From an optimization exercise on the open Yosys and OpenROAD flow, aimed at small area; shortcuts taken in it are not production practice. Where RTL was checked, it was by simulation tests only, not by an equivalence proof against the original. The RTL of runs 1 to 3 was laid out without a check of its function. Power and IR drop assume default switching activity.

`flow/run.sh`:
```
#!/bin/bash
# Own layout flow: the standard flow (standard.sh) with two changes:
#  - synthesis: Yosys's abc pass maps the logic with flow/abc_map.script, an
#    area-oriented mapping, instead of ORFS's abc script (registers untouched);
#  - clock tree: clkbuf_8 buffers, larger sink clusters, no dummy loads.
# Each tool's output is in orfs/logs (ORFS) and flow_make.log here.
set -euo pipefail
W=$(pwd)
cat > "$W/own_synth.tcl" <<EOS
# The standard synthesis (synth_recipe.tcl), with abc's script replaced
proc abc {args} {
  set i [lsearch -exact \$args -script]
  if {\$i >= 0} { lset args [expr {\$i + 1}] {$W/flow/abc_map.script} }
  puts "abc with script $W/flow/abc_map.script"
  yosys abc {*}\$args
}
source {$W/synth_recipe.tcl}
EOS
CTS="-sink_clustering_enable -repair_clock_nets -dont_use_dummy_load"
CTS="$CTS -buf_list sky130_fd_sc_hd__clkbuf_8 -sink_clustering_size 16 -sink_clustering_max_diameter 45"
bash "$W/standard.sh" "SYNTH_SCRIPT=$W/own_synth.tcl" "CTS_ARGS=$CTS" finish > "$W/flow_make.log" 2>&1
```
`flow/abc_map.script`:
```
strash
&get -n
&st
&dc2
&dch
&nf -R 1000
&put
```
`standard.sh`:
```
#!/bin/bash
# synth_recipe.tcl (not shown) runs the flow's synth.tcl, then flattens the netlist and writes it again
# the make line also repeats each setting of config.mk as NAME=value (left out here)
make -C /OpenROAD-flow-scripts/flow DESIGN_CONFIG=/design/flow/config.mk WORK_HOME=/design/flow/orfs CLKGATE_MAP_FILE= SYNTH_SCRIPT=/design/flow/synth_recipe.tcl "${@:-finish}"
```
`config.mk`:
```
export PLATFORM = sky130hd
export DESIGN_NAME = game_top
export DESIGN_NICKNAME = game_top
export VERILOG_FILES = /design/flow/design.v
export SDC_FILE = /design/flow/constraint.sdc
export NUM_CORES = 8
export LEC_CHECK = 0
export ABC_AREA = 1
export CAP_MARGIN = 20
export CORE_MARGIN = 2
export CORE_UTILIZATION = 60
export GPL_TIMING_DRIVEN = 0
export PLACE_DENSITY = 0.72
export SLEW_MARGIN = 20
```
`constraint.sdc`:
```
create_clock -name core_clock -period 12.0 [get_ports {clk_100M}]
set_input_delay 2.4000 -clock core_clock [delete_from_list [all_inputs] [get_ports {clk_100M}]]
set_output_delay 2.4000 -clock core_clock [all_outputs]
set_load 0.01 [all_outputs]
```
`design.v`:
```
    localparam int BOARD_W = 10;    
    localparam int POS_W   = 4;     
    localparam int STEP_W  = 12;    
    localparam int GROWTH_PERIOD_LOG2 = 4;
    localparam logic [POS_W-1:0] RED_CROWN_H  = 4'd2;
    localparam logic [POS_W-1:0] RED_CROWN_V  = 4'd3;
    localparam logic [POS_W-1:0] BLUE_CROWN_H = 4'd8;
    localparam logic [POS_W-1:0] BLUE_CROWN_V = 4'd7;
    localparam logic [1:0] NPC  = 2'd0;
    localparam logic [1:0] RED  = 2'd1;
    localparam logic [1:0] BLUE = 2'd2;
    localparam logic [1:0] TERRITORY = 2'd0;
    localparam logic [1:0] MOUNTAIN  = 2'd1;
    localparam logic [1:0] CROWN     = 2'd2;
    localparam logic [1:0] CITY      = 2'd3;
    localparam logic [2:0] KEY_W     = 3'd0;
    localparam logic [2:0] KEY_A     = 3'd1;
    localparam logic [2:0] KEY_S     = 3'd2;
    localparam logic [2:0] KEY_D     = 3'd3;
    localparam logic [2:0] KEY_SPACE = 3'd4;
    localparam logic [2:0] KEY_Z     = 3'd5;
    localparam logic [2:0] KEY_NONE  = 3'd6;    
    localparam logic [1:0] CHOOSE     = 2'b00;
    localparam logic [1:0] MOVE_TOTAL = 2'b10;
    localparam logic [1:0] MOVE_HALF  = 2'b11;
    localparam logic [2:0] READY        = 3'd0;
    localparam logic [2:0] IN_ROUND     = 3'd1;
    localparam logic [2:0] CHECK_WIN    = 3'd2;
    localparam logic [2:0] ROUND_SWITCH = 3'd3;
    localparam logic [2:0] GAME_OVER    = 3'd4;
    localparam logic [1:0] MOVE_BLOCKED  = 2'd0;
    localparam logic [1:0] MOVE_PEACEFUL = 2'd1;
    localparam logic [1:0] MOVE_ATTACK   = 2'd2;
`timescale 1ns/10ps
module game_top #(
    parameter int TROOP_W = 9
) (
    input  logic               clk_100M,
    input  logic               reset,
    input  logic               key_ready,
    input  logic [2:0]         key_data,
    output logic               key_read_fin,
    input  logic               wb_cyc,
    input  logic               wb_stb,
    input  logic               wb_we,
    input  logic [7:0]         wb_adr,
    input  logic [31:0]        wb_dat_i,
    output logic [31:0]        wb_dat_o,
    output logic               wb_ack
);
    localparam int BOARD_W = 10;    
    localparam int POS_W   = 4;     
    localparam int STEP_W  = 12;    
    localparam int GROWTH_PERIOD_LOG2 = 4;
    localparam logic [POS_W-1:0] RED_CROWN_H  = 4'd2;
    localparam logic [POS_W-1:0] RED_CROWN_V  = 4'd3;
    localparam logic [POS_W-1:0] BLUE_CROWN_H = 4'd8;
    localparam logic [POS_W-1:0] BLUE_CROWN_V = 4'd7;
    localparam logic [1:0] NPC  = 2'd0;
    localparam logic [1:0] RED  = 2'd1;
    localparam logic [1:0] BLUE = 2'd2;
    localparam logic [1:0] TERRITORY = 2'd0;
    localparam logic [1:0] MOUNTAIN  = 2'd1;
    localparam logic [1:0] CROWN     = 2'd2;
    localparam logic [1:0] CITY      = 2'd3;
    localparam logic [2:0] KEY_W     = 3'd0;
    localparam logic [2:0] KEY_A     = 3'd1;
    localparam logic [2:0] KEY_S     = 3'd2;
    localparam logic [2:0] KEY_D     = 3'd3;
    localparam logic [2:0] KEY_SPACE = 3'd4;
    localparam logic [2:0] KEY_Z     = 3'd5;
    localparam logic [2:0] KEY_NONE  = 3'd6;    
    localparam logic [1:0] CHOOSE     = 2'b00;
    localparam logic [1:0] MOVE_TOTAL = 2'b10;
    localparam logic [1:0] MOVE_HALF  = 2'b11;
    localparam logic [2:0] READY        = 3'd0;
    localparam logic [2:0] IN_ROUND     = 3'd1;
    localparam logic [2:0] CHECK_WIN    = 3'd2;
    localparam logic [2:0] ROUND_SWITCH = 3'd3;
    localparam logic [2:0] GAME_OVER    = 3'd4;
    localparam logic [1:0] MOVE_BLOCKED  = 2'd0;
    localparam logic [1:0] MOVE_PEACEFUL = 2'd1;
    localparam logic [1:0] MOVE_ATTACK   = 2'd2;
    function automatic logic [3:0] layout_cell(logic [3:0] h, logic [3:0] v);
        if (h == RED_CROWN_H && v == RED_CROWN_V) begin
            layout_cell = {RED, CROWN};
        end else if (h == BLUE_CROWN_H && v == BLUE_CROWN_V) begin
            layout_cell = {BLUE, CROWN};
        end else if (v == 5) begin
            layout_cell = {NPC, CITY};
        end else if (5'(h) + 5'(v) == 5'd9 && h >= 6) begin
            layout_cell = {NPC, MOUNTAIN};
        end else if (h >= 2 && h <= 5 && v >= 2 && v <= 5) begin
            layout_cell = {RED, CITY};
        end else begin
            layout_cell = {NPC, TERRITORY};
        end
    endfunction
    function automatic logic [TROOP_W-1:0] layout_troop(logic [3:0] c);
        if (c[1:0] == CROWN) begin
            layout_troop = (c[3:2] == RED) ? TROOP_W'(87) : TROOP_W'(89);
        end else if (c[1:0] == CITY && c[3:2] == RED) begin
            layout_troop = TROOP_W'(25);
        end else begin
            layout_troop = '0;
        end
    endfunction
    function automatic logic [1:0] piece_of(logic [3:0] h, logic [3:0] v);
        logic [3:0] c;
        c = layout_cell(h, v);
        piece_of = c[1:0];
    endfunction
    function automatic logic every_round(logic [3:0] h, logic [3:0] v);
        logic [1:0] p;
        p = piece_of(h, v);
        every_round = p == CITY || p == CROWN;
    endfunction
    function automatic logic [255:0] piece_table();
        logic [3:0] c;
        piece_table = '0;
        for (int i = 0; i < BOARD_W * BOARD_W; i++) begin
            c = layout_cell(4'(i / BOARD_W), 4'(i % BOARD_W));
            piece_table[2*i +: 2] = c[1:0];
        end
    endfunction
    function automatic logic [127:0] city_table();
        logic [3:0] c;
        city_table = '0;
        for (int i = 0; i < BOARD_W * BOARD_W; i++) begin
            c = layout_cell(4'(i / BOARD_W), 4'(i % BOARD_W));
            city_table[i] = c[1:0] == CITY || c[1:0] == CROWN;
        end
    endfunction
    localparam logic [255:0] PIECE_TAB = piece_table();
    localparam logic [127:0] CITY_TAB  = city_table();
    logic [2:0]         state;
    logic [1:0]         current_player;    
    logic [1:0]         winner;            
    logic [1:0]         cursor_mode;
    logic [3:0]         cursor_h;
    logic [3:0]         cursor_v;
    logic [2:0]         pending;
    logic [13:0]        step_cnt;      
    logic [TROOP_W-1:0] srcv;          
    logic               pend_wr;       
    logic [TROOP_W-1:0] cell_troop [BOARD_W][BOARD_W];
    logic [1:0]         cell_own   [BOARD_W][BOARD_W];
    logic               start;
    logic               loaded;
    logic               fsm_run;
    logic [TROOP_W-1:0] g_city;
    logic [TROOP_W-1:0] g_terr;
    assign fsm_run = !key_ready;
    assign loaded  = state != READY;
    assign g_city  = step_cnt[9:1];
    assign g_terr  = step_cnt[13:5];
    function automatic logic [8:0] neighbour(logic [3:0] h, logic [3:0] v, logic [2:0] key);
        logic       ok;
        logic [3:0] th;
        logic [3:0] tv;
        ok = 1'b0;
        th = h;
        tv = v;
        case (key)
            KEY_W: begin
                ok = v != '0;
                tv = ok ? v - 1'b1 : v;
            end
            KEY_A: begin
                ok = h != '0;
                th = ok ? h - 1'b1 : h;
            end
            KEY_S: begin
                ok = v != POS_W'(BOARD_W - 1);
                tv = ok ? v + 1'b1 : v;
            end
            KEY_D: begin
                ok = h != POS_W'(BOARD_W - 1);
                th = ok ? h + 1'b1 : h;
            end
            default: ;
        endcase
        neighbour = {ok, th, tv};
    endfunction
    logic       tgt_ok;
    logic [3:0] tgt_h;
    logic [3:0] tgt_v;
    logic       tgt_mtn;       
    logic       tgt_city;      
    logic [6:0] tgt_idx;       
    logic       cell_hit;
    logic [6:0] wb_idx;
    assign cell_hit = wb_adr[7] && wb_adr[6:0] < 7'd100;
    assign wb_idx   = wb_adr[6:0];
    logic               need_port;     
    logic               defer_q;       
    logic [6:0]         hq_idx;        
    logic               undo_hit_q;    
    logic [TROOP_W-1:0] undo_troop_q;  
    logic [1:0]         undo_own_q;
    logic [6:0]         pidx;
    logic [12:0]        phi_sel;       
    logic [7:0]         plo_sel;       
    logic [TROOP_W-1:0] raw_troop;
    logic [1:0]         raw_own;
    logic [TROOP_W-1:0] port_rel;
    logic [1:0]         port_own;
    logic [TROOP_W-1:0] port_abs;
    assign need_port = fsm_run && state == IN_ROUND && pending != KEY_NONE;
    assign pidx = defer_q ? hq_idx : (need_port ? tgt_idx : wb_idx);
    logic [TROOP_W-1:0] grp_troop [13];
    logic [1:0]         grp_own   [13];
    always_comb begin
        for (int i = 0; i < 13; i++) begin
            phi_sel[i] = defer_q ? hq_idx[6:3] == 4'(i)
                       : need_port ? tgt_idx[6:3] == 4'(i) : wb_idx[6:3] == 4'(i);
        end
        for (int i = 0; i < 8; i++) begin
            plo_sel[i] = defer_q ? hq_idx[2:0] == 3'(i)
                       : need_port ? tgt_idx[2:0] == 3'(i) : wb_idx[2:0] == 3'(i);
        end
        raw_troop = '0;
        raw_own   = NPC;
        for (int g = 0; g < 13; g++) begin
            grp_troop[g] = '0;
            grp_own[g]   = NPC;
            for (int l = 0; l < 8; l++) begin
                if (g * 8 + l < BOARD_W * BOARD_W
                    && PIECE_TAB[2*(g*8+l) +: 2] != MOUNTAIN) begin
                    grp_troop[g] = grp_troop[g]
                                 | ({TROOP_W{plo_sel[l]}} & cell_troop[(g*8+l) / BOARD_W][(g*8+l) % BOARD_W]);
                    grp_own[g]   = grp_own[g]
                                 | ({2{plo_sel[l]}} & cell_own[(g*8+l) / BOARD_W][(g*8+l) % BOARD_W]);
                end
            end
            raw_troop = raw_troop | ({TROOP_W{phi_sel[g]}} & grp_troop[g]);
            raw_own   = raw_own   | ({2{phi_sel[g]}} & grp_own[g]);
        end
    end
    assign port_rel = (defer_q && undo_hit_q) ? undo_troop_q : raw_troop;
    assign port_own = (defer_q && undo_hit_q) ? undo_own_q : raw_own;
    assign port_abs = (port_own == NPC) ? '0
                    : port_rel + (CITY_TAB[pidx] ? g_city : g_terr);
    logic               half;
    logic [TROOP_W-1:0] sent;
    logic [TROOP_W-1:0] src_left;
    logic               own_target;
    logic               capture;
    logic               blocked;
    logic               attack;
    logic               move_req;
    logic [TROOP_W-1:0] dst_new;
    logic [1:0]         dst_own_new;
    logic [TROOP_W-1:0] g_tgt;
    logic [TROOP_W:0]   sent_g;        
    logic [TROOP_W-1:0] sent_2g;       
    logic [TROOP_W-1:0] g_cur;
    logic [TROOP_W-1:0] src_rel;
    logic               tgt_owned;
    logic               carry_g;       
    logic               gt;            
    logic               capture_owned;
    assign half       = cursor_mode == MOVE_HALF;
    assign sent       = half ? srcv >> 1 : srcv - 1'b1;
    assign src_left   = half ? (srcv >> 1) + TROOP_W'(srcv[0]) : TROOP_W'(1);
    assign g_tgt      = tgt_city ? g_city : g_terr;
    assign sent_g     = {1'b0, sent} - {1'b0, g_tgt};
    assign sent_2g    = sent_g[TROOP_W-1:0] - g_tgt;
    assign g_cur      = every_round(cursor_h, cursor_v) ? g_city : g_terr;
    assign src_rel    = srcv - g_cur;
    assign own_target = port_own == current_player;
    assign tgt_owned  = port_own != NPC;
    assign carry_g    = ({1'b0, port_rel} + {1'b0, g_tgt}) >= (TROOP_W+1)'(1 << TROOP_W);
    assign gt         = sent_g[TROOP_W-1:0] > port_rel;
    assign capture_owned = gt ? (carry_g || !sent_g[TROOP_W]) : (carry_g && !sent_g[TROOP_W]);
    assign capture    = !own_target && (tgt_owned ? capture_owned : sent != '0);
    assign blocked    = tgt_mtn;
    assign attack     = tgt_owned && !own_target;
    assign move_req   = fsm_run && state == IN_ROUND && cursor_mode != CHOOSE
                        && tgt_ok && !blocked;
    logic [TROOP_W-1:0] r_pm_sent;
    assign r_pm_sent  = port_rel + (own_target ? sent : ~sent) + TROOP_W'(!own_target);
    assign dst_new    = !capture   ? r_pm_sent
                      : tgt_owned  ? sent_2g - port_rel
                      :              sent_g[TROOP_W-1:0];
    assign dst_own_new = capture ? current_player : port_own;
    logic               load;
    logic               wr_en;
    logic [3:0]         wr_h;
    logic [3:0]         wr_v;
    logic [1:0]         wr_own;
    logic [TROOP_W-1:0] wr_troop;
    logic [BOARD_W-1:0] wr_hsel;
    logic [BOARD_W-1:0] wr_vsel;
    assign load     = fsm_run && state == READY && start;
    assign wr_en    = move_req || pend_wr;
    assign wr_h     = move_req ? tgt_h : cursor_h;
    assign wr_v     = move_req ? tgt_v : cursor_v;
    assign wr_own   = move_req ? dst_own_new : current_player;
    assign wr_troop = move_req ? dst_new : src_rel;
    logic [TROOP_W-1:0] wr_troop_hi;
    logic [TROOP_W-1:0] wr_troop_lo;
    logic               wr_blue_hi;
    logic               wr_blue_lo;
    assign wr_troop_hi = wr_troop | {TROOP_W{load}};
    assign wr_troop_lo = wr_troop & ~{TROOP_W{load}};
    assign wr_blue_hi  = wr_own == BLUE || load;
    assign wr_blue_lo  = wr_own == BLUE && !load;
    always_comb begin
        for (int i = 0; i < BOARD_W; i++) begin
            wr_hsel[i] = load || (wr_en && wr_h == 4'(i));
            wr_vsel[i] = load || wr_v == 4'(i);
        end
    end
    for (genvar gh = 0; gh < BOARD_W; gh++) begin : g_col
        for (genvar gv = 0; gv < BOARD_W; gv++) begin : g_cell
            localparam logic [3:0] LAYOUT_C = layout_cell(4'(gh), 4'(gv));
            logic en;
            assign en = wr_hsel[gh] && wr_vsel[gv];
            if (LAYOUT_C[1:0] == MOUNTAIN) begin : g_mtn
                assign cell_troop[gh][gv] = '0;
                assign cell_own[gh][gv]   = NPC;
            end else if (LAYOUT_C[3:2] == NPC) begin : g_npc
                always_ff @(posedge clk_100M) begin
                    if (en) begin
                        cell_troop[gh][gv] <= wr_troop;
                        cell_own[gh][gv]   <= wr_own;
                    end
                end
            end else begin : g_player
                localparam logic [TROOP_W-1:0] LT = layout_troop(LAYOUT_C);
                logic blue;    
                always_ff @(posedge clk_100M) begin
                    if (en) begin
                        for (int b = 0; b < TROOP_W; b++) begin
                            cell_troop[gh][gv][b] <= LT[b] ? wr_troop_hi[b] : wr_troop_lo[b];
                        end
                        blue <= (LAYOUT_C[3:2] == BLUE) ? wr_blue_hi : wr_blue_lo;
                    end
                end
                assign cell_own[gh][gv] = blue ? BLUE : RED;
            end
        end
    end
    logic [1:0]  next_player;
    logic [2:0]  state_n;
    logic [1:0]  mode_n;
    logic [3:0]  cursor_h_n;
    logic [3:0]  cursor_v_n;
    logic [2:0]  pending_n;
    logic [13:0] step_n;
    logic [8:0]  tgt_n;
    assign current_player = (state == READY) ? NPC : (step_cnt[0] ? BLUE : RED);
    assign winner      = (state != GAME_OVER) ? NPC
                       : (cell_own[RED_CROWN_H][RED_CROWN_V] != RED) ? BLUE : RED;
    assign next_player = (current_player == RED) ? BLUE : RED;
    always_comb begin
        state_n    = state;
        mode_n     = cursor_mode;
        cursor_h_n = cursor_h;
        cursor_v_n = cursor_v;
        pending_n  = pending;
        step_n     = step_cnt;
        if (key_ready) begin
            if (key_data <= 3'd5) pending_n = key_data;    
        end else begin
            case (state)
                READY: if (start) begin
                    state_n    = IN_ROUND;
                    pending_n  = KEY_NONE;
                    mode_n     = CHOOSE;
                    cursor_h_n = RED_CROWN_H;
                    cursor_v_n = RED_CROWN_V;
                end
                IN_ROUND: if (pending != KEY_NONE) begin
                    pending_n = KEY_NONE;
                    if (cursor_mode == CHOOSE) begin
                        if (tgt_ok) begin
                            cursor_h_n = tgt_h;
                            cursor_v_n = tgt_v;
                        end else if (pending == KEY_SPACE && port_own == current_player
                                     && port_abs >= 2) begin
                            mode_n = MOVE_TOTAL;
                        end
                    end else if (pending == KEY_Z) begin
                        mode_n = (cursor_mode == MOVE_TOTAL) ? MOVE_HALF : MOVE_TOTAL;
                    end else if (pending == KEY_SPACE) begin
                        mode_n = CHOOSE;
                    end else if (move_req) begin
                        state_n = attack ? CHECK_WIN : ROUND_SWITCH;
                    end
                end
                CHECK_WIN: begin
                    if (cell_own[RED_CROWN_H][RED_CROWN_V] != RED) begin
                        state_n  = GAME_OVER;
                    end else if (cell_own[BLUE_CROWN_H][BLUE_CROWN_V] != BLUE) begin
                        state_n  = GAME_OVER;
                    end else begin
                        state_n = ROUND_SWITCH;
                    end
                end
                ROUND_SWITCH: begin
                    mode_n     = CHOOSE;
                    cursor_h_n = (next_player == RED) ? RED_CROWN_H : BLUE_CROWN_H;
                    cursor_v_n = (next_player == RED) ? RED_CROWN_V : BLUE_CROWN_V;
                    step_n     = step_cnt + 1'b1;    
                    state_n    = IN_ROUND;
                end
                GAME_OVER: pending_n = KEY_NONE;   
                default: state_n = READY;
            endcase
        end
    end
    assign tgt_n = neighbour(cursor_h_n, cursor_v_n, pending_n);
    always_ff @(posedge clk_100M or posedge reset) begin
        if (reset) begin
            key_read_fin   <= 1'b0;
            state          <= READY;
            cursor_mode    <= CHOOSE;
            cursor_h       <= '0;
            cursor_v       <= '0;
            step_cnt       <= '0;
        end else begin
            key_read_fin   <= key_ready;
            state          <= state_n;
            cursor_mode    <= mode_n;
            cursor_h       <= cursor_h_n;
            cursor_v       <= cursor_v_n;
            step_cnt       <= step_n;
        end
    end
    always_ff @(posedge clk_100M) begin
        pending  <= pending_n;
        tgt_ok   <= tgt_n[8];
        tgt_h    <= tgt_n[7:4];
        tgt_v    <= tgt_n[3:0];
        tgt_mtn  <= piece_of(tgt_n[7:4], tgt_n[3:0]) == MOUNTAIN;
        tgt_city <= every_round(tgt_n[7:4], tgt_n[3:0]);
        tgt_idx  <= 7'(tgt_n[7:4]) * 7'd10 + 7'(tgt_n[3:0]);
        if (need_port && cursor_mode == CHOOSE) begin
            srcv <= port_abs;
        end else if (move_req) begin
            srcv <= src_left;
        end
        pend_wr <= move_req;
    end
    logic               req;
    logic [31:0]        rd_data;
    logic [31:0]        dat_q;
    logic [TROOP_W-1:0] host_troop;
    assign req = wb_cyc && wb_stb && !wb_ack;
    assign host_troop = (pend_wr && wb_idx == 7'(cursor_h) * 7'd10 + 7'(cursor_v)) ? srcv : port_abs;
    always_comb begin
        rd_data = '0;
        if (wb_adr == 8'd1) begin
            rd_data[2:0]   = state;
            rd_data[5:4]   = current_player;
            rd_data[7:6]   = winner;
            rd_data[9:8]   = cursor_mode;
            rd_data[19:16] = cursor_h;
            rd_data[23:20] = cursor_v;
        end else if (cell_hit) begin
            rd_data[TROOP_W-1:0] = host_troop;
            rd_data[17:16]       = loaded ? PIECE_TAB[2*wb_idx +: 2] : TERRITORY;
            rd_data[25:24]       = loaded ? port_own : NPC;
        end
    end
    always_ff @(posedge clk_100M or posedge reset) begin
        if (reset) begin
            wb_ack <= 1'b0;
            start  <= 1'b0;
        end else begin
            wb_ack <= req;
            start  <= req && wb_we && wb_adr == 8'd0 && wb_dat_i[0];
        end
    end
    always_ff @(posedge clk_100M) begin
        dat_q        <= rd_data;
        defer_q      <= req && need_port && cell_hit;
        hq_idx       <= wb_idx;
        undo_hit_q   <= wb_idx == tgt_idx;
        undo_troop_q <= raw_troop;
        undo_own_q   <= raw_own;
    end
    always_comb begin
        wb_dat_o = dat_q;
        if (defer_q) begin
            wb_dat_o[TROOP_W-1:0] = port_abs;
            wb_dat_o[25:24]       = port_own;
        end
    end
endmodule
```
==> flow_results.xml, run 1 <==
<?xml version="1.0" encoding="UTF-8"?>
<metrics>
  <group name="floorplan">
    <metric name="die_h" unit="µm">281</metric>
    <metric name="fp.dieArea" unit="µm²">78900</metric>
    <metric name="core_area" unit="µm²">75900</metric>
    <metric name="initial_core_utilization" unit="%">60.6</metric>
    <metric name="die_w" unit="µm">281</metric>
    <metric name="ioPinCount" unit="">83</metric>
    <metric name="rows" unit="">101</metric>
  </group>
  <group name="synthesis">
    <metric name="synth_area_leader_cell" unit="">sky130_fd_sc_hd__edfxtp_1</metric>
    <metric name="synth_enable_flop_cells" unit="">1052</metric>
    <metric name="synth.ff_latch_count" unit="">1143</metric>
    <metric name="synthesized_area_divided_by_synthesized_cell_count" unit="µm²">15.4</metric>
    <metric name="synth.top_cells.by_count" unit="">1052 x sky130_fd_sc_hd__edfxtp_1, 213 x sky130_fd_sc_hd__nor2_1, 177 x sky130_fd_sc_hd__a222oi_1</metric>
    <metric name="synth.cell_area" unit="µm²">46000</metric>
    <metric name="synthesis.instances" unit="">2989</metric>
    <metric name="synth_largest_type_area_fraction" unit="%">68.7</metric>
    <metric name="synth_flop_cell" unit="">sky130_fd_sc_hd__edfxtp_1</metric>
    <metric name="yosys.cell_types.count" unit="">59</metric>
    <metric name="async_s_r_ff_share_synth" unit="%">2.62</metric>
    <metric name="synth.top_cells.by_area" unit="">sky130_fd_sc_hd__edfxtp_1 69%, sky130_fd_sc_hd__a222oi_1 3.9%, sky130_fd_sc_hd__a22oi_1 2.7%</metric>
    <metric name="synthMostInstantiatedCell" unit="">sky130_fd_sc_hd__edfxtp_1</metric>
    <metric name="synth-seq-area-share" unit="%">72.9</metric>
    <metric name="yosys_warnings" unit="">26</metric>
  </group>
  <group name="global_routing">
    <metric name="grt_remaining_overflow" unit="">0</metric>
    <metric name="grt_max_degree" unit="">84</metric>
    <metric name="grt_pass1_wl" unit="µm">192000</metric>
    <metric name="first_global_vias" unit="">29000</metric>
    <metric name="global_route.usage.total" unit="%">33.8</metric>
    <metric name="number_of_antenna_violations_at_the_first_check_in_global_routing" unit="">3</metric>
  </group>
  <group name="critical_path">
    <metric name="worst-endpoint-required" unit="ps">9600</metric>
    <metric name="regToRegStartpoint" unit="">state[2]$_DFFE_PP0P_</metric>
    <metric name="crit_start" unit="">key_ready</metric>
    <metric name="cp_slowest_cell" unit="">sky130_fd_sc_hd__a222oi_1</metric>
    <metric name="worstPathArrival" unit="ps">9340</metric>
    <metric name="crit_path_end_kind" unit="">primary output</metric>
    <metric name="path_class" unit="">in2out</metric>
    <metric name="crit_top_cell" unit="">sky130_fd_sc_hd__a21oi_1</metric>
    <metric name="critPathLaunchType" unit="">input port</metric>
    <metric name="worst_path_largest_cell_delay" unit="ps">610</metric>
    <metric name="rr_endpoint" unit="">cell_troop[80][6]$_DFFE_PP_</metric>
    <metric name="r2r_slack" unit="ps">2060</metric>
    <metric name="critical_path_fanouts_max" unit="">22</metric>
    <metric name="reg2reg_depth" unit="">34</metric>
  </group>
  <group name="routing">
    <metric name="antenna_violating_nets_post_route" unit="">0</metric>
    <metric name="wl_per_cell" unit="µm">30.9</metric>
    <metric name="routed_wl" unit="µm">132000</metric>
    <metric name="drcViolationCount" unit="">0</metric>
    <metric name="vias_per_cell" unit="">7.00</metric>
    <metric name="1st_iter_drt_viols" unit="">4677</metric>
    <metric name="vias" unit="">29900</metric>
    <metric name="first_pass_iters" unit="">10</metric>
  </group>
  <group name="pwr">
    <metric name="power.share.sequential" unit="%">42.3</metric>
    <metric name="internal_power" unit="mW">7.61</metric>
    <metric name="leakage" unit="nW">16.7</metric>
    <metric name="power-per-cell-area" unit="nW/µm²">240</metric>
    <metric name="net_switching_power_of_the_design" unit="mW">4.77</metric>
    <metric name="vdd_drop_max" unit="mV">0.243</metric>
    <metric name="portion_of_total_power_attributed_to_the_clock_network" unit="%">16.0</metric>
    <metric name="combinationalPowerShare" unit="%">41.8</metric>
    <metric name="netSwitchingFraction" unit="%">38.5</metric>
  </group>
  <group name="timing">
    <metric name="worstMarginPinSlew" unit="ps">1220</metric>
    <metric name="totalNegativeSetupSlack" unit="ps">0</metric>
    <metric name="period_minus_slack" unit="ps">11740</metric>
    <metric name="final-hold-violation-count" unit="">0</metric>
    <metric name="timing.slew.headroom" unit="%">18.0</metric>
    <metric name="portion_of_the_clock_cycle_consumed_by_the_worst_path_in_the_final_layout" unit="%">97.9</metric>
    <metric name="rsz_0062_raised_after_global_routing" unit="">no</metric>
    <metric name="achievable-frequency" unit="MHz">85.2</metric>
    <metric name="setup_ws" unit="ps">257</metric>
    <metric name="fin_skew" unit="ps">119</metric>
    <metric name="maxSlewViolCount" unit="">0</metric>
    <metric name="setup_violations" unit="">0</metric>
  </group>
  <group name="cts">
    <metric name="cts_root_buf" unit="">sky130_fd_sc_hd__clkbuf_8</metric>
    <metric name="cts_hold_buffers" unit="">0</metric>
    <metric name="cts.htree.levels" unit="">3</metric>
    <metric name="tritoncts_num_sinks" unit="">1143</metric>
    <metric name="cts_tree" unit="">built</metric>
    <metric name="clockBufferDepth" unit="">3</metric>
    <metric name="clk_latency" unit="ps">770</metric>
    <metric name="cts_made_buffers" unit="">109</metric>
    <metric name="clkSlewWorstSetupHoldPaths" unit="ps">60</metric>
  </group>
  <group name="placement">
    <metric name="port_buffers" unit="">39</metric>
    <metric name="worst_case_setup_slack_after_placement" unit="ps">-1320</metric>
    <metric name="post-place-cells" unit="">4157</metric>
    <metric name="detailed_place_hpwl" unit="µm">86700</metric>
    <metric name="placement.cell_area" unit="µm²">50000</metric>
    <metric name="gpl.final_weighted_congestion" unit="">0.891</metric>
  </group>
  <group name="min_path">
    <metric name="min_delay_worst_endpoint" unit="">step_cnt[13]$_DFFE_PP0P_</metric>
    <metric name="holdCritStartpoint" unit="">step_cnt[13]$_DFFE_PP0P_</metric>
    <metric name="min_delay_worst_type" unit="">reg2reg</metric>
    <metric name="worst_hold_path.num_cells" unit="">1</metric>
  </group>
  <group name="final_layout">
    <metric name="final_net_count" unit="">3407</metric>
    <metric name="finalNonFillerCells" unit="">4278</metric>
    <metric name="finalCoreUtilization" unit="%">68.1</metric>
    <metric name="final_layout_size_suffix_gt1_share" unit="%">12.1</metric>
    <metric name="synthToLayoutAreaGrowth" unit="%">12.4</metric>
    <metric name="postLayoutCellArea" unit="µm²">51700</metric>
    <metric name="filler_cell_count" unit="">5000</metric>
  </group>
  <group name="run">
    <metric name="cap_violations" unit="">0</metric>
  </group>
  <group name="status">
    <metric name="outcome" unit="">complete, no violations</metric>
  </group>
</metrics>
through the flow:
step	hold WS, ps	total power [mW]
final	543	12.4
after global routing	573	12.9
after CTS	539	12.2
after detailed placement	519	10.3
after global placement	515	9.81
after floorplan	486	8.18
logic make-up after synthesis:
kind of cell / synth area share [%]
multiplexers: 1.05
AO/OA/AOI/OAI: 13.6
adder cells (fa/ha/maj): 3.25
other: 0.00815
AND/OR/NAND/NOR: 6.54
flip-flops: 72.9
buffers and inverters: 1.09
XOR/XNOR: 1.50
how the worst max path moves through the flow:
stage | to
floorplan | wb_dat_o[8]
global placement | cell_troop[52][4]$_DFFE_PP_
detailed placement | wb_dat_o[8]
CTS | wb_dat_o[8]
global route | wb_dat_o[8]
finish | wb_dat_o[8]
layout by cell type (no fill, tap or decap), drive strengths merged, types with 61 or more instances in the layout:
cell       n
edfxtp  1052
nor2     214
a222oi   177
nand2    172
a22oi    164
a21oi    155
nand3    132
buf      120
clkbuf   109
ha        93
clkinv    90
o21ai     87
dfxtp     61
state kept, by name, summed over array words and instances (netlist names), 4 cells and up:
name	cells
hq_idx	7
tgt_idx	7
dat_q	11
undo_troop_q	9
g_col.g_cell.genblk1.g_player.blue	13
cell_own	166
wb_dat_o	9
cursor_h	4
srcv	9
cell_troop	864
tgt_h	4
step_cnt	14
cursor_v	4
what timing repair did:
| item | CTS | global route |
|---|---|---|
| cloned | 1 | 0 |
| pin swaps | 2 | 3 |
| setup endpoints to repair | 8 | 3 |
| hold endpoints to repair | 0 | 0 |
| gates resized for setup | 20 | 18 |
| buffers inserted | 4 | 3 |
power by group through the flow:
stage | Combinational (mW) | Clock [mW] | Sequential (mW)
global route | 5.51 | 2.12 | 5.25
detailed placement | 4.95 | 0 | 5.32
CTS | 5.01 | 1.98 | 5.23
global placement | 4.35 | 0 | 5.46
floorplan | 2.85 | 0 | 5.33
finish | 5.17 | 1.98 | 5.24
routing by layer:
metal,part of all wire (%),track usage (%),vias up
li1,-,-,12700
met1,36,46.2,14800
met2,46,51.8,2087
met3,14,9.44,326
met4,4.2,13.3,2
met5,0.0098,0,-
critical path, delay by kind of cell:
kind | cells | cell delay (ps)
mux | 1 | 330
buf+inv | 8 | 1860
fa+ha+maj | 1 | 370
simple gates | 8 | 1760
xor+xnor | 1 | 120
compound gates | 12 | 2440
layout make-up:
type	instances	area, µm²	area share [%]
buffer	21	158	0.305
antenna	1	2.50	0.00484
inverter	92	369	0.714
clock buffer	109	1500	2.90
multi-input combinational	1745	12600	24.4
sequential	1143	33600	64.9
tap	1030	1290	2.49
timing repair buffer	137	2190	4.23
==> run 2, diff against run 1 <==
--- a/flow/run.sh
+++ b/flow/run.sh
@@ -2,7 +2,8 @@
 # Own layout flow: the standard flow (standard.sh) with two changes:
 #  - synthesis: Yosys's abc pass maps the logic with flow/abc_map.script, an
 #    area-oriented mapping, instead of ORFS's abc script (registers untouched);
-#  - clock tree: clkbuf_8 buffers, larger sink clusters, no dummy loads.
+#  - clock tree: clkbuf_8 buffers, larger sink clusters, no dummy loads;
+#  - port buffers: buf_1 cells (every port still gets its buffer).
 # Each tool's output is in orfs/logs (ORFS) and flow_make.log here.
 set -euo pipefail
 W=$(pwd)
@@ -18,4 +19,5 @@
 EOS
 CTS="-sink_clustering_enable -repair_clock_nets -dont_use_dummy_load"
 CTS="$CTS -buf_list sky130_fd_sc_hd__clkbuf_8 -sink_clustering_size 16 -sink_clustering_max_diameter 45"
-bash "$W/standard.sh" "SYNTH_SCRIPT=$W/own_synth.tcl" "CTS_ARGS=$CTS" finish > "$W/flow_make.log" 2>&1
+bash "$W/standard.sh" "SYNTH_SCRIPT=$W/own_synth.tcl" "CTS_ARGS=$CTS" \
+  "BUFFER_PORTS_ARGS=-buffer_cell sky130_fd_sc_hd__buf_1" finish > "$W/flow_make.log" 2>&1
--- a/config.mk
+++ b/config.mk
@@ -10,5 +10,4 @@
 export CORE_MARGIN = 2
 export CORE_UTILIZATION = 60
 export GPL_TIMING_DRIVEN = 0
-export PLACE_DENSITY = 0.72
 export SLEW_MARGIN = 20
==> run 2 against run 1 <==
  * Register-to-register slack lost 80 ps
  * Die area stayed put
  * Clock skew increased by 7.6 ps
  * Critical endpoint unchanged
  * Critical path type unchanged
  * Cell area hardly changed
  * Combinational power down 1%
==> flow_results.xml, run 2 <==
<?xml version="1.0" encoding="UTF-8"?>
<metrics>
  <group name="timing">
    <metric name="fin_skew" unit="ps">126</metric>
    <metric name="achievable-frequency" unit="MHz">85.7</metric>
    <metric name="portion_of_the_clock_cycle_consumed_by_the_worst_path_in_the_final_layout" unit="%">97.2</metric>
    <metric name="timing.slew.headroom" unit="%">22.0</metric>
    <metric name="worstMarginPinSlew" unit="ps">1160</metric>
    <metric name="final-hold-violation-count" unit="">0</metric>
    <metric name="maxSlewViolCount" unit="">0</metric>
    <metric name="worst_hold_slack" unit="ps">562</metric>
    <metric name="setup_violations" unit="">0</metric>
    <metric name="rsz_0062_raised_after_global_routing" unit="">no</metric>
    <metric name="period_minus_slack" unit="ps">11670</metric>
  </group>
  <group name="synthesis">
    <metric name="synth_area_leader_cell" unit="">sky130_fd_sc_hd__edfxtp_1</metric>
    <metric name="synth-compound-area-share" unit="%">13.6</metric>
    <metric name="synth_flop_cell" unit="">sky130_fd_sc_hd__edfxtp_1</metric>
    <metric name="synth_largest_type_area_fraction" unit="%">68.7</metric>
    <metric name="yosys.cell_types.count" unit="">59</metric>
    <metric name="dominant_combinational_cell_family_by_area_after_synthesis" unit="">compound AO/OA/AOI/OAI gates</metric>
    <metric name="post_synth_fa_ha_maj_area_fraction" unit="%">3.25</metric>
    <metric name="synthesis.instances" unit="">2989</metric>
    <metric name="yosys.area_share.xor_xnor" unit="%">1.50</metric>
    <metric name="synth.cell_area" unit="µm²">46000</metric>
    <metric name="synth_mux_area_share" unit="%">1.05</metric>
    <metric name="yosys_warnings" unit="">26</metric>
    <metric name="async_s_r_ff_share_synth" unit="%">2.62</metric>
    <metric name="synth_enable_flop_cells" unit="">1052</metric>
    <metric name="synth.top_cells.by_area" unit="">sky130_fd_sc_hd__edfxtp_1 69%, sky130_fd_sc_hd__a222oi_1 3.9%, sky130_fd_sc_hd__a22oi_1 2.7%</metric>
    <metric name="synth.ff_latch_count" unit="">1143</metric>
    <metric name="synthMostInstantiatedCell" unit="">sky130_fd_sc_hd__edfxtp_1</metric>
    <metric name="synthesized_area_divided_by_synthesized_cell_count" unit="µm²">15.4</metric>
    <metric name="synth.top_cells.by_count" unit="">1052 x sky130_fd_sc_hd__edfxtp_1, 213 x sky130_fd_sc_hd__nor2_1, 177 x sky130_fd_sc_hd__a222oi_1</metric>
    <metric name="yosys.area_share.simple" unit="%">6.54</metric>
    <metric name="synth-seq-area-share" unit="%">72.9</metric>
  </group>
  <group name="min_path">
    <metric name="holdCritStartpoint" unit="">step_cnt[13]$_DFFE_PP0P_</metric>
    <metric name="min_delay_worst_endpoint" unit="">step_cnt[13]$_DFFE_PP0P_</metric>
    <metric name="min_delay_worst_type" unit="">reg2reg</metric>
    <metric name="worst_hold_path.num_cells" unit="">1</metric>
  </group>
  <group name="critical_path">
    <metric name="crit_path_end_kind" unit="">primary output</metric>
    <metric name="rr_endpoint" unit="">cell_troop[84][6]$_DFFE_PP_</metric>
    <metric name="critical_path_fanouts_max" unit="">18</metric>
    <metric name="worst_path_dominant_cell_family" unit="">compound AO/OA/AOI/OAI gates</metric>
    <metric name="reg2reg_depth" unit="">25</metric>
    <metric name="regToRegStartpoint" unit="">state[2]$_DFFE_PP0P_</metric>
    <metric name="critPathLaunchType" unit="">input port</metric>
    <metric name="path_class" unit="">in2out</metric>
    <metric name="r2r_slack" unit="ps">1980</metric>
    <metric name="worst-endpoint-required" unit="ps">9600</metric>
    <metric name="worstPathArrival" unit="ps">9270</metric>
    <metric name="crit_top_cell" unit="">sky130_fd_sc_hd__a21oi_1</metric>
    <metric name="cp_slowest_cell" unit="">sky130_fd_sc_hd__mux2_2</metric>
    <metric name="cp.buffers_inverters" unit="">8</metric>
    <metric name="worst_path_largest_cell_delay" unit="ps">440</metric>
  </group>
  <group name="global_routing">
    <metric name="grtUsageMet2" unit="%">53.3</metric>
    <metric name="globalRoute.busiestLayer" unit="">met2</metric>
    <metric name="global_route.usage.met1" unit="%">48.3</metric>
    <metric name="grtUsageMet3" unit="%">7.25</metric>
    <metric name="grt_max_degree" unit="">84</metric>
    <metric name="number_of_antenna_violations_at_the_first_check_in_global_routing" unit="">2</metric>
    <metric name="first_global_vias" unit="">28400</metric>
    <metric name="grt_remaining_overflow" unit="">0</metric>
    <metric name="grt_pass1_wl" unit="µm">194000</metric>
    <metric name="global_route.usage.total" unit="%">34.4</metric>
  </group>
  <group name="floorplan">
    <metric name="initial_core_utilization" unit="%">60.6</metric>
    <metric name="fp.dieArea" unit="µm²">78900</metric>
    <metric name="die_w" unit="µm">281</metric>
    <metric name="rows" unit="">101</metric>
    <metric name="die_h" unit="µm">281</metric>
    <metric name="ioPinCount" unit="">83</metric>
    <metric name="core_area" unit="µm²">75900</metric>
  </group>
  <group name="cts">
    <metric name="clockBufferDepth" unit="">3</metric>
    <metric name="clk_latency" unit="ps">790</metric>
    <metric name="cts.htree.levels" unit="">3</metric>
    <metric name="cts_root_buf" unit="">sky130_fd_sc_hd__clkbuf_8</metric>
    <metric name="cts_made_buffers" unit="">117</metric>
    <metric name="clkSlewWorstSetupHoldPaths" unit="ps">50</metric>
    <metric name="cts_tree" unit="">built</metric>
    <metric name="tritoncts_num_sinks" unit="">1143</metric>
  </group>
  <group name="pwr">
    <metric name="power" unit="mW">12.4</metric>
    <metric name="power-per-cell-area" unit="nW/µm²">239</metric>
    <metric name="vdd_drop_max" unit="mV">0.210</metric>
    <metric name="leakage" unit="nW">16.8</metric>
  </group>
  <group name="run">
    <metric name="cap_violations" unit="">0</metric>
  </group>
  <group name="final_layout">
    <metric name="regMostFlops" unit="">cell_troop</metric>
    <metric name="synthToLayoutAreaGrowth" unit="%">12.5</metric>
    <metric name="filler_cell_count" unit="">5190</metric>
    <metric name="largest_reg_flops" unit="">864</metric>
    <metric name="final_net_count" unit="">3421</metric>
    <metric name="final_layout_size_suffix_gt1_share" unit="%">12.4</metric>
    <metric name="multi_input_comb_area" unit="µm²">12600</metric>
    <metric name="layout.area.seq" unit="µm²">33600</metric>
    <metric name="top_regs" unit="">cell_troop (864), cell_own (166), step_cnt (14)</metric>
    <metric name="mostFrequentLayoutCell" unit="">sky130_fd_sc_hd__edfxtp_1</metric>
    <metric name="mostFrequentLayoutCells" unit="">1052 x sky130_fd_sc_hd__edfxtp_1, 177 x sky130_fd_sc_hd__a222oi_1, 169 x sky130_fd_sc_hd__nand2_1</metric>
  </group>
  <group name="routing">
    <metric name="routed_wl" unit="µm">135000</metric>
    <metric name="vias" unit="">29700</metric>
    <metric name="vias_per_cell" unit="">6.92</metric>
    <metric name="drcViolationCount" unit="">0</metric>
    <metric name="antenna_violating_nets_post_route" unit="">0</metric>
    <metric name="first_pass_iters" unit="">9</metric>
    <metric name="wl_per_cell" unit="µm">31.4</metric>
    <metric name="1st_iter_drt_viols" unit="">4385</metric>
  </group>
  <group name="placement">
    <metric name="gpl.final_weighted_congestion" unit="">0.911</metric>
    <metric name="port_buffers" unit="">39</metric>
    <metric name="detailed_place_hpwl" unit="µm">89500</metric>
  </group>
  <group name="status">
    <metric name="outcome" unit="">complete, no violations</metric>
  </group>
</metrics>
==> run 2: cell counts after synthesis <==
No cell type changed its count.
==> run 2: cell type report <==
class / instances / area share (%)
antenna: 1 / 0.00484
buffer: 21 / 0.305
clock buffer: 117 / 3.11
inverter: 92 / 0.706
multi-input combinational: 1744 / 24.4
sequential: 1143 / 64.9
tap: 1030 / 2.49
timing repair buffer: 144 / 4.15
==> run 2: how the worst max path moves through the flow <==
stage / start / to / cells after the start / slack (ps)
final: key_ready / wb_dat_o[8] / 33 / 330
after global routing: key_ready / wb_dat_o[8] / 33 / 10
after CTS: key_ready / wb_dat_o[7] / 31 / 60
after detailed placement: key_ready / wb_dat_o[8] / 32 / -780
after global placement: defer_q$_DFF_P_ / cell_troop[24][4]$_DFFE_PP_ / 25 / -8540
after floorplan: key_ready / wb_dat_o[8] / 23 / 180
==> run 2: what timing repair did <==
action / in CTS / in global routing
gates cloned: 0 / 0
endpoints found under the setup margin: 5 / 4
buffers inserted: 6 / 0
pin swaps: 3 / 0
hold buffers: 0 / 0
resized for setup: 8 / 12
==> run 2: cell families (layout without fill, tap and decap cells) <==
family | Yosys count | count (layout)
compound gates | 835 | 835
xor+xnor | 79 | 79
fa+ha+maj | 110 | 110
buf+inv | 113 | 374
flops | 1143 | 1143
mux | 45 | 45
other cells | 1 | 13
simple gates | 663 | 663
==> run 2: metrics by stage <==
stage	TNS, ps	instance area, µm²	utilization (%)	cells	setup WS, ps
after floorplan	0	46100	-	3000	176
after global placement	-8036030	47500	62.6	4069	-8540
after detailed placement	-110030	50000	65.8	4165	-779
after CTS	0	51700	68.0	4288	55.8
after global routing	0	51800	68.1	4292	10.8
final	0	51800	68.1	4292	330
==> run 2: per-layer routing <==
layer	vias up	wire [µm]
met2	1819	62400
met1	14800	51500
met4	2	5580
met5	-	11
met3	295	15100
li1	12700	-
==> run 2: report_power, final <==
part,internal (mW),switching (mW),total [mW]
clock network,0.858,1.18,2.03
registers,5.13,0.109,5.24
logic,1.69,3.43,5.12
==> run 3, diff against run 2 <==
--- a/design.v
+++ b/design.v
@@ -212,12 +212,10 @@
     logic [1:0]         grp_own   [13];
     always_comb begin
         for (int i = 0; i < 13; i++) begin
-            phi_sel[i] = defer_q ? hq_idx[6:3] == 4'(i)
-                       : need_port ? tgt_idx[6:3] == 4'(i) : wb_idx[6:3] == 4'(i);
+            phi_sel[i] = pidx[6:3] == 4'(i);
         end
         for (int i = 0; i < 8; i++) begin
-            plo_sel[i] = defer_q ? hq_idx[2:0] == 3'(i)
-                       : need_port ? tgt_idx[2:0] == 3'(i) : wb_idx[2:0] == 3'(i);
+            plo_sel[i] = pidx[2:0] == 3'(i);
         end
         raw_troop = '0;
         raw_own   = NPC;
@@ -239,8 +237,9 @@
     end
     assign port_rel = (defer_q && undo_hit_q) ? undo_troop_q : raw_troop;
     assign port_own = (defer_q && undo_hit_q) ? undo_own_q : raw_own;
-    assign port_abs = (port_own == NPC) ? '0
-                    : port_rel + (CITY_TAB[pidx] ? g_city : g_terr);
+    logic [TROOP_W:0]   port_sum;
+    assign port_sum = {1'b0, port_rel} + {1'b0, CITY_TAB[pidx] ? g_city : g_terr};
+    assign port_abs = (port_own == NPC) ? '0 : port_sum[TROOP_W-1:0];
     logic               half;
     logic [TROOP_W-1:0] sent;
     logic [TROOP_W-1:0] src_left;
@@ -270,7 +269,7 @@
     assign src_rel    = srcv - g_cur;
     assign own_target = port_own == current_player;
     assign tgt_owned  = port_own != NPC;
-    assign carry_g    = ({1'b0, port_rel} + {1'b0, g_tgt}) >= (TROOP_W+1)'(1 << TROOP_W);
+    assign carry_g    = port_sum[TROOP_W];    
     assign gt         = sent_g[TROOP_W-1:0] > port_rel;
     assign capture_owned = gt ? (carry_g || !sent_g[TROOP_W]) : (carry_g && !sent_g[TROOP_W]);
     assign capture    = !own_target && (tgt_owned ? capture_owned : sent != '0);
==> run 3 against run 2 <==
  * Fmax grew 0.20%
  * Clock skew grew 17 ps
  * Worst setup slack gained 24 ps
  * Sequential power shrank 1%
  * Clock power grew 2%
  * Utilization grew 0.18 points
  * Still clean on timing, DRC and antenna
  * Sequential cell count is the same
  * Largest power group unchanged
  * Sequential share of layout area grew 0.16 points
  * Hold slack lost 27 ps
  * First-iteration DRC count grew 1.2%
  * Cell area shrank 0.24%
  * Non-clock buffer count grew 2
==> flow_results.xml, run 3 <==
<?xml version="1.0" encoding="UTF-8"?>
<metrics>
  <group name="status">
    <metric name="outcome" unit="">complete, no violations</metric>
  </group>
  <group name="timing">
    <metric name="achievable-frequency" unit="MHz">85.9</metric>
    <metric name="timing.slew.headroom" unit="%">20.9</metric>
    <metric name="period_minus_slack" unit="ps">11650</metric>
    <metric name="totalNegativeSetupSlack" unit="ps">0</metric>
    <metric name="worstMarginPinSlew" unit="ps">1180</metric>
    <metric name="worst_hold_slack" unit="ps">535</metric>
    <metric name="fin_skew" unit="ps">144</metric>
    <metric name="portion_of_the_clock_cycle_consumed_by_the_worst_path_in_the_final_layout" unit="%">97.1</metric>
    <metric name="setup_ws" unit="ps">354</metric>
    <metric name="setup_violations" unit="">0</metric>
    <metric name="maxSlewViolCount" unit="">0</metric>
    <metric name="final-hold-violation-count" unit="">0</metric>
  </group>
  <group name="min_path">
    <metric name="min_delay_worst_type" unit="">reg2reg</metric>
  </group>
  <group name="critical_path">
    <metric name="worstPathArrival" unit="ps">9250</metric>
    <metric name="critical_path_fanouts_max" unit="">23</metric>
    <metric name="path_class" unit="">in2out</metric>
    <metric name="crit_path_end_kind" unit="">primary output</metric>
    <metric name="critPathLaunchType" unit="">input port</metric>
    <metric name="worst-endpoint-required" unit="ps">9600</metric>
  </group>
  <group name="final_layout">
    <metric name="mostFrequentLayoutCells" unit="">1052 x sky130_fd_sc_hd__edfxtp_1, 205 x sky130_fd_sc_hd__a22oi_1, 162 x sky130_fd_sc_hd__a222oi_1</metric>
    <metric name="regMostFlops" unit="">cell_troop</metric>
    <metric name="final_layout_size_suffix_gt1_share" unit="%">12.6</metric>
    <metric name="largest_reg_flops" unit="">864</metric>
    <metric name="finalCoreUtilization" unit="%">68.3</metric>
    <metric name="postLayoutCellArea" unit="µm²">51600</metric>
    <metric name="final_net_count" unit="">3361</metric>
    <metric name="mostFrequentLayoutCell" unit="">sky130_fd_sc_hd__edfxtp_1</metric>
    <metric name="top_regs" unit="">cell_troop (864), cell_own (166), step_cnt (14)</metric>
    <metric name="finalNonFillerCells" unit="">4194</metric>
    <metric name="synthToLayoutAreaGrowth" unit="%">13.1</metric>
  </group>
  <group name="global_routing">
    <metric name="number_of_antenna_violations_at_the_first_check_in_global_routing" unit="">7</metric>
    <metric name="grt_pass1_wl" unit="µm">195000</metric>
    <metric name="global_route.usage.total" unit="%">34.5</metric>
    <metric name="first_global_vias" unit="">28300</metric>
    <metric name="grt_remaining_overflow" unit="">0</metric>
    <metric name="grt_max_degree" unit="">84</metric>
  </group>
  <group name="synthesis">
    <metric name="synth.top_cells.by_area" unit="">sky130_fd_sc_hd__edfxtp_1 69%, sky130_fd_sc_hd__a222oi_1 3.6%, sky130_fd_sc_hd__a22oi_1 3.4%</metric>
    <metric name="yosys.cell_types.count" unit="">59</metric>
    <metric name="yosys_warnings" unit="">26</metric>
    <metric name="synth_enable_flop_cells" unit="">1052</metric>
    <metric name="synthMostInstantiatedCell" unit="">sky130_fd_sc_hd__edfxtp_1</metric>
    <metric name="synth_area_leader_cell" unit="">sky130_fd_sc_hd__edfxtp_1</metric>
    <metric name="synth-seq-area-share" unit="%">73.5</metric>
    <metric name="synthesized_area_divided_by_synthesized_cell_count" unit="µm²">15.6</metric>
    <metric name="synthesis.instances" unit="">2934</metric>
    <metric name="synth.top_cells.by_count" unit="">1052 x sky130_fd_sc_hd__edfxtp_1, 222 x sky130_fd_sc_hd__nor2_1, 205 x sky130_fd_sc_hd__a22oi_1</metric>
    <metric name="synth_largest_type_area_fraction" unit="%">69.2</metric>
    <metric name="synth_flop_cell" unit="">sky130_fd_sc_hd__edfxtp_1</metric>
    <metric name="synth.ff_latch_count" unit="">1143</metric>
    <metric name="async_s_r_ff_share_synth" unit="%">2.62</metric>
    <metric name="synth.cell_area" unit="µm²">45600</metric>
  </group>
  <group name="floorplan">
    <metric name="fp.dieArea" unit="µm²">78300</metric>
    <metric name="die_w" unit="µm">280</metric>
    <metric name="initial_core_utilization" unit="%">60.4</metric>
    <metric name="rows" unit="">101</metric>
    <metric name="ioPinCount" unit="">83</metric>
    <metric name="core_area" unit="µm²">75600</metric>
    <metric name="die_h" unit="µm">280</metric>
  </group>
  <group name="cts">
    <metric name="clk_latency" unit="ps">810</metric>
    <metric name="cts_made_buffers" unit="">119</metric>
    <metric name="cts.htree.levels" unit="">3</metric>
    <metric name="clockBufferDepth" unit="">3</metric>
    <metric name="cts_root_buf" unit="">sky130_fd_sc_hd__clkbuf_8</metric>
    <metric name="cts_tree" unit="">built</metric>
    <metric name="tritoncts_num_sinks" unit="">1143</metric>
    <metric name="cts_hold_buffers" unit="">0</metric>
    <metric name="clkSlewWorstSetupHoldPaths" unit="ps">60</metric>
  </group>
  <group name="pwr">
    <metric name="internal_power" unit="mW">7.57</metric>
    <metric name="vdd_drop_max" unit="mV">0.125</metric>
    <metric name="leakage" unit="nW">16.5</metric>
    <metric name="combinationalPowerShare" unit="%">40.1</metric>
    <metric name="netSwitchingFraction" unit="%">37.4</metric>
    <metric name="power-per-cell-area" unit="nW/µm²">234</metric>
    <metric name="power.share.sequential" unit="%">42.8</metric>
    <metric name="power" unit="mW">12.1</metric>
    <metric name="net_switching_power_of_the_design" unit="mW">4.53</metric>
    <metric name="portion_of_total_power_attributed_to_the_clock_network" unit="%">17.2</metric>
  </group>
  <group name="routing">
    <metric name="routed_wl" unit="µm">135000</metric>
    <metric name="antenna_violating_nets_post_route" unit="">0</metric>
    <metric name="met2_wirelength_from_detailed_routing" unit="µm">63200</metric>
    <metric name="wl_per_cell" unit="µm">32.3</metric>
    <metric name="1st_iter_drt_viols" unit="">4439</metric>
    <metric name="detail_route.wirelength.met1" unit="µm">51300</metric>
    <metric name="top_layer_used" unit="">met5</metric>
    <metric name="first_pass_iters" unit="">7</metric>
    <metric name="vias_per_cell" unit="">7.06</metric>
    <metric name="drcViolationCount" unit="">0</metric>
    <metric name="met3_wirelength" unit="µm">14100</metric>
    <metric name="vias" unit="">29600</metric>
  </group>
  <group name="run">
    <metric name="cap_violations" unit="">0</metric>
  </group>
  <group name="placement">
    <metric name="port_buffers" unit="">39</metric>
    <metric name="detailed_place_hpwl" unit="µm">89600</metric>
    <metric name="placement.cell_area" unit="µm²">49700</metric>
    <metric name="post-place-cells" unit="">4056</metric>
    <metric name="gpl.final_weighted_congestion" unit="">0.932</metric>
    <metric name="worst_case_setup_slack_after_placement" unit="ps">-2150</metric>
  </group>
</metrics>
[run 3: changes by cell type in the layout (fill, tap and decap cells not counted), moves of 11 or more]
cell                       before  now
sky130_fd_sc_hd__a22o_1        48   25
sky130_fd_sc_hd__a222oi_1     177  162
sky130_fd_sc_hd__nand2_1      169  125
sky130_fd_sc_hd__a221oi_1      59   33
sky130_fd_sc_hd__nor4_1         6   18
sky130_fd_sc_hd__o22ai_1        5   26
sky130_fd_sc_hd__nor2_1       107  125
sky130_fd_sc_hd__buf_16        36   47
sky130_fd_sc_hd__a31oi_1       34   82
sky130_fd_sc_hd__a22oi_1      164  205
sky130_fd_sc_hd__nand3_1      132   74
sky130_fd_sc_hd__a221o_1       15    1
[run 3: critical path, stage by stage]
cell and delay [ps]:
sky130_fd_sc_hd__buf_1 370, sky130_fd_sc_hd__clkinv_1 310, sky130_fd_sc_hd__a211oi_1 330, sky130_fd_sc_hd__a21oi_2 90, sky130_fd_sc_hd__buf_4 210, sky130_fd_sc_hd__nand2_1 180
sky130_fd_sc_hd__nor2_4 70, sky130_fd_sc_hd__buf_12 180, sky130_fd_sc_hd__buf_16 180, sky130_fd_sc_hd__buf_16 180, sky130_fd_sc_hd__buf_12 170, sky130_fd_sc_hd__a222oi_1 340
sky130_fd_sc_hd__a31oi_1 260, sky130_fd_sc_hd__nor3_1 530, sky130_fd_sc_hd__o21ai_0 300, sky130_fd_sc_hd__nor4_1 740, sky130_fd_sc_hd__nand2_1 100, sky130_fd_sc_hd__o21ai_0 260
sky130_fd_sc_hd__clkinv_1 300, sky130_fd_sc_hd__ha_1 360, sky130_fd_sc_hd__clkinv_1 110, sky130_fd_sc_hd__nor2_1 130, sky130_fd_sc_hd__nor2_1 60, sky130_fd_sc_hd__xnor2_1 320
sky130_fd_sc_hd__o21ai_0 340, sky130_fd_sc_hd__a21oi_1 220, sky130_fd_sc_hd__buf_1 160
[run 3: path summary, 6_finish.rpt]
path                                          startpoint                           to  slack, ps  depth (start not counted)
worst min register to register  step_cnt[13]$_DFFE_PP0P_     step_cnt[13]$_DFFE_PP0P_        540                          1
worst max-delay path                           wb_adr[2]                  wb_dat_o[8]        350                         27
max in group asynchronous                          reset      step_cnt[6]$_DFFE_PP0P_       9850                          2
min in group asynchronous                          reset        cursor_v[0]$_DFF_PP0_       1700                          2
worst min-delay path            step_cnt[13]$_DFFE_PP0P_     step_cnt[13]$_DFFE_PP0P_        540                          1
worst max register to register      state[0]$_DFFE_PP0P_  cell_troop[57][6]$_DFFE_PP_       1400                         33
[run 3: final cells by class]
class	count	area, µm²
Antenna cell	5	12.5
Buffer	21	158
Clock buffer	119	1640
Fill cell	5120	23900
Inverter	82	333
Multi-Input combinational cell	1700	12400
Sequential cell	1143	33600
Tap cell	978	1220
Timing Repair Buffer	146	2300
[run 3: logic make-up (layout without fill, tap and decap cells)]
| logic type | count (synthesis) | in the layout | synth area share, % |
|---|---|---|---|
| flip-flops | 1143 | 1143 | 73.5 |
| buffers and inverters | 103 | 368 | 1.02 |
| XOR/XNOR | 82 | 82 | 1.57 |
| multiplexers | 50 | 50 | 1.16 |
| other | 1 | 17 | 0.00821 |
| adder cells (fa/ha/maj) | 100 | 100 | 3.00 |
| AND/OR/NAND/NOR | 579 | 580 | 5.80 |
| AO/OA/AOI/OAI | 876 | 876 | 13.9 |
[run 3: power groups by stage]
| stage | clock network (mW) | registers, mW | logic [mW] |
|---|---|---|---|
| global placement | 0 | 5.39 | 4.02 |
| global route | 2.22 | 5.19 | 5.16 |
| floorplan | 0 | 5.26 | 2.58 |
| detailed placement | 0 | 5.26 | 4.68 |
| CTS | 2.09 | 5.17 | 4.72 |
| finish | 2.08 | 5.17 | 4.85 |
[run 3: timing repair]
item / in CTS / in global routing
setup buffers: 1 / 10
endpoints found under the hold margin: 0 / 0
endpoints found under the setup margin: 905 / 225
gates cloned: 1 / 0
gates resized for setup: 16 / 18
pin swaps: 1 / 4
[run 3: layer usage]
metal / global-route usage, % / vias to the layer above
met5: 0 / -
met4: 15.7 / 4
met3: 6.27 / 319
met2: 53.8 / 1854
met1: 47.9 / 14800
li1: - / 12600
==> run 4, diff against run 3 <==
--- a/design.v
+++ b/design.v
@@ -253,7 +253,6 @@
     logic [TROOP_W-1:0] g_tgt;
     logic [TROOP_W:0]   sent_g;        
     logic [TROOP_W-1:0] sent_2g;       
-    logic [TROOP_W-1:0] g_cur;
     logic [TROOP_W-1:0] src_rel;
     logic               tgt_owned;
     logic               carry_g;       
@@ -265,8 +264,7 @@
     assign g_tgt      = tgt_city ? g_city : g_terr;
     assign sent_g     = {1'b0, sent} - {1'b0, g_tgt};
     assign sent_2g    = sent_g[TROOP_W-1:0] - g_tgt;
-    assign g_cur      = every_round(cursor_h, cursor_v) ? g_city : g_terr;
-    assign src_rel    = srcv - g_cur;
+    assign src_rel    = srcv - g_tgt;
     assign own_target = port_own == current_player;
     assign tgt_owned  = port_own != NPC;
     assign carry_g    = port_sum[TROOP_W];    
@@ -293,8 +291,8 @@
     logic [BOARD_W-1:0] wr_vsel;
     assign load     = fsm_run && state == READY && start;
     assign wr_en    = move_req || pend_wr;
-    assign wr_h     = move_req ? tgt_h : cursor_h;
-    assign wr_v     = move_req ? tgt_v : cursor_v;
+    assign wr_h     = tgt_h;    
+    assign wr_v     = tgt_v;
     assign wr_own   = move_req ? dst_own_new : current_player;
     assign wr_troop = move_req ? dst_new : src_rel;
     logic [TROOP_W-1:0] wr_troop_hi;
@@ -448,7 +446,7 @@
     logic [31:0]        dat_q;
     logic [TROOP_W-1:0] host_troop;
     assign req = wb_cyc && wb_stb && !wb_ack;
-    assign host_troop = (pend_wr && wb_idx == 7'(cursor_h) * 7'd10 + 7'(cursor_v)) ? srcv : port_abs;
+    assign host_troop = (pend_wr && wb_idx == tgt_idx) ? srcv : port_abs;    
     always_comb begin
         rd_data = '0;
         if (wb_adr == 8'd1) begin
--- a/config.mk
+++ b/config.mk
@@ -10,4 +10,6 @@
 export CORE_MARGIN = 2
 export CORE_UTILIZATION = 60
 export GPL_TIMING_DRIVEN = 0
+export PLACE_DENSITY = 0.72
+export SETUP_SLACK_MARGIN = 0.15
 export SLEW_MARGIN = 20
==> run 4 against run 3 <==
  * Cell area decreased by 1.4%
  * Synthesized area decreased by 1.0%
  * Count of clock-buffer cells in the layout decreased by 9
  * Clock power decreased by 5%
  * Synthesized cell count decreased by 1.8%
  * Critical path depth increased by 2
  * Still clean on timing, DRC and antenna
  * Critical path type unchanged
==> flow_results.xml, run 4 <==
<?xml version="1.0" encoding="UTF-8"?>
<metrics>
  <group name="timing">
    <metric name="totalNegativeSetupSlack" unit="ps">0</metric>
    <metric name="portion_of_the_clock_cycle_consumed_by_the_worst_path_in_the_final_layout" unit="%">97.3</metric>
    <metric name="rsz_0062_raised_after_global_routing" unit="">no</metric>
    <metric name="worstMarginPinSlew" unit="ps">1200</metric>
    <metric name="final-hold-violation-count" unit="">0</metric>
    <metric name="achievable-frequency" unit="MHz">85.7</metric>
    <metric name="timing.slew.headroom" unit="%">19.6</metric>
  </group>
  <group name="critical_path">
    <metric name="critPathLaunchType" unit="">input port</metric>
    <metric name="crit_path_end_kind" unit="">primary output</metric>
    <metric name="worst-path-stages" unit="">29</metric>
    <metric name="regToRegStartpoint" unit="">state[2]$_DFFE_PP0P_</metric>
    <metric name="cp_slowest_cell" unit="">sky130_fd_sc_hd__a221oi_1</metric>
    <metric name="worstPathArrival" unit="ps">9270</metric>
    <metric name="worst-endpoint-required" unit="ps">9600</metric>
  </group>
  <group name="global_routing">
    <metric name="grtUsageMet2" unit="%">51.7</metric>
    <metric name="first_global_vias" unit="">28500</metric>
    <metric name="global_route.usage.met1" unit="%">45.1</metric>
    <metric name="grt_max_degree" unit="">84</metric>
    <metric name="globalRoute.busiestLayer" unit="">met2</metric>
    <metric name="number_of_antenna_violations_at_the_first_check_in_global_routing" unit="">8</metric>
    <metric name="grt_remaining_overflow" unit="">0</metric>
  </group>
  <group name="final_layout">
    <metric name="mostFrequentLayoutCell" unit="">sky130_fd_sc_hd__edfxtp_1</metric>
    <metric name="regMostFlops" unit="">cell_troop</metric>
    <metric name="top_regs" unit="">cell_troop (864), cell_own (166), step_cnt (14)</metric>
    <metric name="filler_cell_count" unit="">4844</metric>
    <metric name="finalCoreUtilization" unit="%">68.4</metric>
  </group>
  <group name="synthesis">
    <metric name="synth_enable_flop_cells" unit="">1052</metric>
    <metric name="synth.top_cells.by_count" unit="">1052 x sky130_fd_sc_hd__edfxtp_1, 208 x sky130_fd_sc_hd__nor2_1, 199 x sky130_fd_sc_hd__a22oi_1</metric>
    <metric name="synth.cell_area" unit="µm²">45200</metric>
    <metric name="synthesis.instances" unit="">2880</metric>
    <metric name="yosys_warnings" unit="">26</metric>
  </group>
  <group name="cts">
    <metric name="cts.htree.levels" unit="">3</metric>
    <metric name="tritoncts_num_sinks" unit="">1143</metric>
    <metric name="clockBufferDepth" unit="">3</metric>
    <metric name="cts_hold_buffers" unit="">0</metric>
    <metric name="clk_latency" unit="ps">780</metric>
  </group>
  <group name="routing">
    <metric name="antenna_violating_nets_post_route" unit="">0</metric>
    <metric name="routed_wl" unit="µm">129000</metric>
    <metric name="first_pass_iters" unit="">8</metric>
    <metric name="drcViolationCount" unit="">0</metric>
  </group>
  <group name="placement">
    <metric name="gpl.final_weighted_congestion" unit="">0.930</metric>
    <metric name="post-place-cells" unit="">3992</metric>
  </group>
  <group name="min_path">
    <metric name="worst_hold_path.num_cells" unit="">1</metric>
    <metric name="min_delay_worst_type" unit="">reg2reg</metric>
  </group>
  <group name="floorplan">
    <metric name="die_w" unit="µm">278</metric>
    <metric name="die_h" unit="µm">278</metric>
  </group>
  <group name="status">
    <metric name="outcome" unit="">complete, no violations</metric>
  </group>
  <group name="pwr">
    <metric name="vdd_drop_max" unit="mV">0.181</metric>
    <metric name="leakage" unit="nW">16.1</metric>
  </group>
</metrics>
## run 4: logic make-up after synthesis
group                      Yosys count  share of synthesized area, %
AOI/OAI and AO/OA                  873                          14.0
muxes                               34                         0.812
buffers and inverters              105                          1.05
other                                1                       0.00830
adders and majority gates           92                          2.78
and+or+nand+nor                    560                          5.66
DFF                               1143                          74.3
xor gates and xnor gates            72                          1.40
## run 4: per-stage QoR
step	power, mW	worst slack [ps]	area (µm²)
floorplan	7.71	204	45300
global placement	9.08	-7660	46700
detailed placement	9.60	-2090	49000
CTS	11.6	156	50700
global route	12.2	107	50900
finish	11.7	329	50900
## run 4: final timing paths
| path | end | slack, ps |
|---|---|---|
| max | wb_dat_o[7] | 330 |
| min | step_cnt[13]$_DFFE_PP0P_ | 490 |
| max reg2reg | cell_troop[15][6]$_DFFE_PP_ | 1290 |
| min reg2reg | step_cnt[13]$_DFFE_PP0P_ | 490 |
| max in group asynchronous | cursor_mode[0]$_DFFE_PP0P_ | 9770 |
| min in group asynchronous | wb_ack$_DFF_PP0_ | 1760 |
## run 4: timing repair
| action | CTS | global route |
|---|---|---|
| resized for setup | 31 | 17 |
| setup endpoints to repair | 752 | 169 |
| setup buffers | 4 | 8 |
| pin swaps | 2 | 5 |
## run 4: cell type report
class | instances | area, µm² | share of cell area (%)
Tap cell | 969 | 1210 | 2.38
Inverter | 84 | 334 | 0.656
Multi-Input combinational cell | 1643 | 11900 | 23.4
Timing Repair Buffer | 147 | 2210 | 4.34
Clock buffer | 110 | 1510 | 2.97
Sequential cell | 1143 | 33600 | 65.9
Antenna cell | 1 | 2.50 | 0.00492
Buffer | 21 | 158 | 0.310
## run 4: power breakdown
part           total (mW)  leakage [nW]  switching (mW)  internal [mW]
Clock                1.98         0.791            1.18          0.809
Combinational        4.66          4.99            3.07           1.59
Sequential           5.09          10.4           0.101           4.99
## run 4: metal layers
metal	share of wire, %	vias up
li1	-	12400
met1	36	14600
met2	46	2154
met3	13	396
met4	5.0	6
met5	0.034	-
## run 4: worst register-to-register path: cells and delay by family, from the launching register on
| family | cells | cell delay (ps) |
|---|---|---|
| simple gates | 10 | 3260 |
| fa+ha+maj | 1 | 480 |
| mux | 1 | 530 |
| flops | 1 | 490 |
| buf+inv | 6 | 1840 |
| compound gates | 11 | 2830 |
| xor+xnor | 3 | 720 |

[separate check: timing with driven ports]
The flow's constraints put no driver on any port. The routed layouts listed below were extracted and timed again, unchanged, in two steps. Step 1 assumes that a clkbuf_16 drives the clock port and a buf_2 every other input. Step 2, shift: input delay + t, output delay - t, t = (earliest + latest rising clock arrival at the registers) / 2. This alone moves slack from input paths to output paths. Three values: ideal ports, drivers, drivers and shift; two values: the first two.
run | t (ns) | setup slack, ns | worst setup path after step 2
run 1 | 0.767 | 0.257 / 0.229 / 0.229 | input to output
run 2 | 0.795 | 0.330 / 0.307 / 0.226 | input to register
run 3 | 0.801 | 0.354 / 0.262 / -0.411 | input to register
run 4 | 0.787 | 0.329 / 0.305 / -0.278 | input to register
With both steps, setup timing fails in run 3 and run 4, where it was met with ideal ports. The setup slack of run 3, which loses most, moves by -0.092 ns with the drivers and by -0.765 ns with both steps.
